Context: an optimization exercise on an open-source flow, tuned for small area and a short achievable clock period. The choices shown serve that exercise and are no tape-out recipe. At most, simulation tests tie the RTL to the original design; equivalence was not proved. No activity file was given, so power comes from the tool's default toggle rates.

== main ==
// softmc_core
module softmc_core (
  input  logic        c0_ddr4_clk,
  input  logic        rst_n,
  input  logic        instr_valid,
  input  logic        instr_last,
  input  logic [31:0] instr_data,
  input  logic        rd_valid,
  input  logic [63:0] rd_data,
  output logic        ddr_act_n,
  output logic        ddr_cs_n,
  output logic [16:0] ddr_adr,
  output logic [1:0]  ddr_bg,
  output logic [1:0]  ddr_ba,
  output logic        ddr_odt,
  output logic        c2h_valid,
  output logic [63:0] c2h_data,
  output logic        c2h_last,
  output logic        seq_done
);
clock: 3.3 ns
lec_check: 0
abc_clock_period_in_ps: 2000
cap_margin: 20
core_margin: 2
core_utilization: 72
cts_cluster_diameter: 100
cts_cluster_size: 25
setup_slack_margin: 1.45
slew_margin: 20
run.sh (not shown) runs the stock make flow with config.mk's settings and CLKGATE_MAP_FILE= SYNTH_SCRIPT=/design/flow/synth_recipe.tcl, a recipe that flattens the netlist after the stock synthesis.
> inputs changed (main -> the feature branch)
- SETUP_SLACK_MARGIN now 1.4, was 1.45
==> flow/flow/run.sh (new file) <==
#!/bin/bash
# The standard layout (standard.sh, unchanged synthesis and steps) with two
# changes: every port is buffered with buf_4 instead of the default delay-cell
# buffer, and CTS adds no dummy loads. ORFS writes each step's log under
# orfs/logs; standard.sh's own output goes to standard.log here.
set -euo pipefail
export BUFFER_PORTS_ARGS="-buffer_cell sky130_fd_sc_hd__buf_4"
export CTS_ARGS="-sink_clustering_enable -repair_clock_nets -sink_clustering_size 25 -sink_clustering_max_diameter 100 -dont_use_dummy_load"
bash standard.sh > standard.log 2>&1
==> flow/standard.sh (new file) <==
#!/bin/bash
# synth_recipe.tcl (not shown) runs the flow's synth.tcl, then flattens the netlist and writes it again
# the make line also repeats each setting of config.mk as NAME=value (left out here)
make -C /OpenROAD-flow-scripts/flow DESIGN_CONFIG=/design/flow/config.mk WORK_HOME=/design/flow/orfs CLKGATE_MAP_FILE= SYNTH_SCRIPT=/design/flow/synth_recipe.tcl "${@:-finish}"
removed: flow/run.sh
==> comparison <==
- | critical path depth | lower: the feature branch |
- Run comparison: main cell type of the slowest stage on the worst timing path sky130_fd_sc_hd__or4_4; the feature branch cell type of the slowest stage on the worst timing path sky130_fd_sc_hd__dfxtp_4
- Compared to main, the feature branch has switching power as a share of total power 0.37 points lower.
- Part of the power in the clock network down 1.1 points in the feature branch wrt main

== run A ==
softmc_core again, from the RTL that the note above started with.
clock: 3.3 ns
lec_check: 0
abc_clock_period_in_ps: 2000
cap_margin: 20
core_margin: 2
core_utilization: 75
cts_cluster_diameter: 90
cts_cluster_size: 22
setup_slack_margin: 1.4
slew_margin: 20
standard.sh (not shown) runs the stock make flow with config.mk's settings and CLKGATE_MAP_FILE= SYNTH_SCRIPT=/design/flow/synth_recipe.tcl, a recipe that flattens the netlist after the stock synthesis.
==> flow/flow/run.sh <==
#!/bin/bash
# The standard layout (standard.sh, unchanged synthesis and steps) with two
# changes: every port is buffered with buf_4 instead of the default delay-cell
# buffer, and CTS adds no dummy loads. ORFS writes each step's log under
# orfs/logs; standard.sh's own output goes to standard.log here.
set -euo pipefail
export BUFFER_PORTS_ARGS="-buffer_cell sky130_fd_sc_hd__buf_4"
export CTS_ARGS="-sink_clustering_enable -repair_clock_nets -sink_clustering_size 22 -sink_clustering_max_diameter 90 -dont_use_dummy_load"
bash standard.sh > standard.log 2>&1
The inputs of run B differ from those of run A as listed below.
- changing CTS_CLUSTER_DIAMETER from 90 to 100
- changing CORE_UTILIZATION from 75 to 72
- changing SETUP_SLACK_MARGIN from 1.4 to 1.45
- changing CTS_CLUSTER_SIZE from 22 to 25
--- a/flow/flow/run.sh
+++ b/flow/flow/run.sh
@@ -8 +8 @@
-export CTS_ARGS="-sink_clustering_enable -repair_clock_nets -sink_clustering_size 22 -sink_clustering_max_diameter 90 -dont_use_dummy_load"
+export CTS_ARGS="-sink_clustering_enable -repair_clock_nets -sink_clustering_size 25 -sink_clustering_max_diameter 100 -dont_use_dummy_load"
--- outcome ---
Instance count on the critical path was higher in the run labelled run B. Lower final critical-path required period among run B and run A: run B. Run B vs run A on die area: run B is the higher one.
What run C does differently from run B at the input level:
- SETUP_SLACK_MARGIN now 1.35, was 1.45
--- a/flow/flow/run.sh
+++ b/flow/flow/run.sh
@@ -3 +3 @@
-# changes: every port is buffered with buf_4 instead of the default delay-cell
+# changes: every port is buffered with buf_2 instead of the default delay-cell
@@ -7 +7 @@
-export BUFFER_PORTS_ARGS="-buffer_cell sky130_fd_sc_hd__buf_4"
+export BUFFER_PORTS_ARGS="-buffer_cell sky130_fd_sc_hd__buf_2"
### Flow results
Layout cell share with drive strength beyond 1, run B and run C, lower one = run C. Looking only at critical path depth, and setting everything else aside, the lower value of run B and run C goes to run C. Cmp run B and run C / total power / higher: run B. Route | run C vs run B | wire shorter in run C. Looking at worst setup slack after layout, run C sits 73 ps below run B. After synthesis and placement, the instance count of run C is below that of run B.
The inputs of run D differ from those of run C as listed below.
- SETUP_SLACK_MARGIN changed from 1.35 to 1.4
[summary]
- Wire length per cell after detailed routing across run D and run C: no real change.
- On end-of-flow core utilization, the higher figure sits with run D, not run C.
- Run D reached the final stage; the timing, DRC and antenna checks on its layout passed.
- The area growth from synthesis to final layout reported for run D is greater than that of run C by 0.82 points.
- The final setup skew on run C is in line with that on run D.
- Run D against run C: layout buffer count excluding clock buffers climbed 26; number of filler cells placed in the layout went down.
For run E, these inputs were changed with respect to run D:
- swapping 1.4 for 1.45 in SETUP_SLACK_MARGIN
==> comparison <==
Compared with run D, in run E total chip power has remained practically unchanged, shortest clock period the worst path allows after layout decreased by 5.2 ps relative to the old numbers. In the flow results for run E and run D, the sequential group share of total power is smaller on run E.

softmc_core, a different RTL version from the one above (not shown whole).
For scale: ~5200 cells after synthesis, about 95000 µm² of cells after synthesis.
clock: 3.3 ns
lec_check: 0
abc_clock_period_in_ps: 2000
cap_margin: 20
core_margin: 2
core_utilization: 72
cts_cluster_diameter: 100
cts_cluster_size: 25
setup_slack_margin: 1.3
slew_margin: 20
==> flow/flow/run.sh <==
#!/bin/bash
# The standard layout (standard.sh, unchanged synthesis and steps) with two
# changes: every port is buffered with buf_4 instead of the default delay-cell
# buffer, and CTS adds no dummy loads. ORFS writes each step's log under
# orfs/logs; standard.sh's own output goes to standard.log here.
set -euo pipefail
export BUFFER_PORTS_ARGS="-buffer_cell sky130_fd_sc_hd__buf_4"
export CTS_ARGS="-sink_clustering_enable -repair_clock_nets -sink_clustering_size 25 -sink_clustering_max_diameter 100 -dont_use_dummy_load"
bash standard.sh > standard.log 2>&1
Then changed:
==> flow/run.sh (new file) <==
#!/bin/bash
# synth_recipe.tcl (not shown) runs the flow's synth.tcl, then flattens the netlist and writes it again
# the make line also repeats each setting of config.mk as NAME=value (left out here)
make -C /OpenROAD-flow-scripts/flow DESIGN_CONFIG=/design/flow/config.mk WORK_HOME=/design/flow/orfs CLKGATE_MAP_FILE= SYNTH_SCRIPT=/design/flow/synth_recipe.tcl finish
removed: flow/flow/run.sh
removed: flow/standard.sh
Die area does not change.
Via count grows by 0.31%.
Utilization rises by 0.58 points.
First-iteration DRC count goes down by 0.62%.
Cell count is higher by 1.6%.
Clock skew came out lower by 0.0056 ns.
Critical path depth is unchanged.
Design area grows by 0.73%.
Clock-buffer cell count rose by 99.
Non-clock buffer count rose by 10.
Combinational power rises by about 2%.

Another version of the RTL of softmc_core (not shown whole).
For scale: about 5100 cells after synthesis, roughly 2700 flip-flops, about 190 I/O pins.
clock: 3.3 ns
lec_check: 0
abc_clock_period_in_ps: 2000
cap_margin: 20
core_margin: 2
core_utilization: 40
setup_slack_margin: 1.1
slew_margin: 20
run.sh (not shown) runs the stock make flow with config.mk's settings and CLKGATE_MAP_FILE= SYNTH_SCRIPT=/design/flow/synth_recipe.tcl, a recipe that flattens the netlist after the stock synthesis.
Stock flow here: none of the scripts above is used.
The first run produced a clean layout.
Rerun with:
- CORE_UTILIZATION: 40 -> 55
- SETUP_SLACK_MARGIN: 1.1 -> 1.3
Result: The changed run went through all stages and came out clean; worst setup slack improves by 150 ps; wire length went up by a few percent; hold slack degrades by 47 ps; total power went up slightly; clock skew went down by 12 ps; non-clock buffer count went up by 94; sequential power hardly moves; cell count went down by roughly a tenth; flip-flop and latch count is unchanged.

Setup of old:
Another version of the RTL of softmc_core (not shown whole).
Size in the first run: about 4800 cells after synthesis, ~2600 flip-flops, ~190 I/O pins, about 0.093 mm2 of cells after synthesis.
Settings: LEC_CHECK=0, ABC_CLOCK_PERIOD_IN_PS=2000, CAP_MARGIN=20, CORE_MARGIN=2, CORE_UTILIZATION=40, SETUP_SLACK_MARGIN=1.1, SLEW_MARGIN=20; clock period 3.3 ns.
old: all stages complete, timing, DRC and antenna checks passed
Edits applied to the flow inputs when going from old to new:
Settings: clearing ABC_CLOCK_PERIOD_IN_PS, which used to be 2000; clearing SETUP_SLACK_MARGIN, which used to be 1.1.
Results
Per the final summary, new finished and its layout is clean on timing, DRC and antenna.
new ends up with a maximum fanout count along the critical path that is 6 higher than in old.
Taking old as the reference, in new length of the first detailed-routing pass in iterations down 3; number of antenna violations at the first check in global routing saw a decrease.
new ended up with sel[27]$_SDFFE_PN0P_ as its critical path launch point; old ended up with sel[62]$_SDFFE_PN0P_.
Compared with old, the detailed router inserted fewer vias in new.
Going from old to new, achievable frequency shrinks by 12%.
new ends up with a total power that is 0.26 mW higher than in old.
Going from old to new, part of the total power dissipated in combinational logic lost 0.4 points; relative contribution of the clock network to total power picked up an extra 0.4 points.
No functional check of the RTL was part of any run of this note.

afterwards: timing with drivers on the ports:
The results above use ideal ports. As a check the final layouts listed here were re-extracted and re-timed, cells and wires unchanged. Step 1 sets driving cells, clkbuf_16 on the clock port and buf_2 on the other inputs (assumed; they add their load-dependent delay and slew). Step 2 moves the port delays by t, midway between the first and last clock arrival at a register: inputs arrive t later, outputs are due t later. That takes back most of the time a late clock gives input paths. Slacks: no drivers / after step 1 / after step 2; pairs: no drivers / after step 1.
run | t, ns | slack for setup (ns) | worst data-port slew with drivers (ns)
main | 0.853 | 1.355 / 1.275 / 0.695 | 0.17
the feature branch | 0.856 | 1.326 / 1.253 / 0.627 | 0.15
run A | 0.863 | 1.304 / 1.240 / 0.633 | 0.16
run B | 0.853 | 1.324 / 1.259 / 0.640 | 0.16
run C | 0.840 | 1.251 / 1.251 / 0.517 | 0.15
run D | 0.843 | 1.348 / 1.282 / 0.972 | 0.15
run E | 0.841 | 1.353 / 1.268 / 0.980 | 0.15
the first run of note 3 | 0.841 | 1.266 / 1.240 / 0.598 | 0.17
the second run of note 3 | 0.849 | 1.276 / 1.238 / 0.431 | 0.15
the first run of note 4 | 0.981 | 1.057 / 1.056 / 0.375 | 0.24
the second run of note 4 | 1.004 | 1.202 / 1.114 / 0.429 | 0.22
old | 1.021 | 0.633 / 0.633 / 0.254 | 0.16
new | 0.986 | 0.258 / 0.258 / 0.258 | 0.22
After both steps every run listed still meets setup and hold. The setup slack of the second run of note 3, which loses most, moves by -0.038 ns with the drivers and by -0.845 ns with both steps.
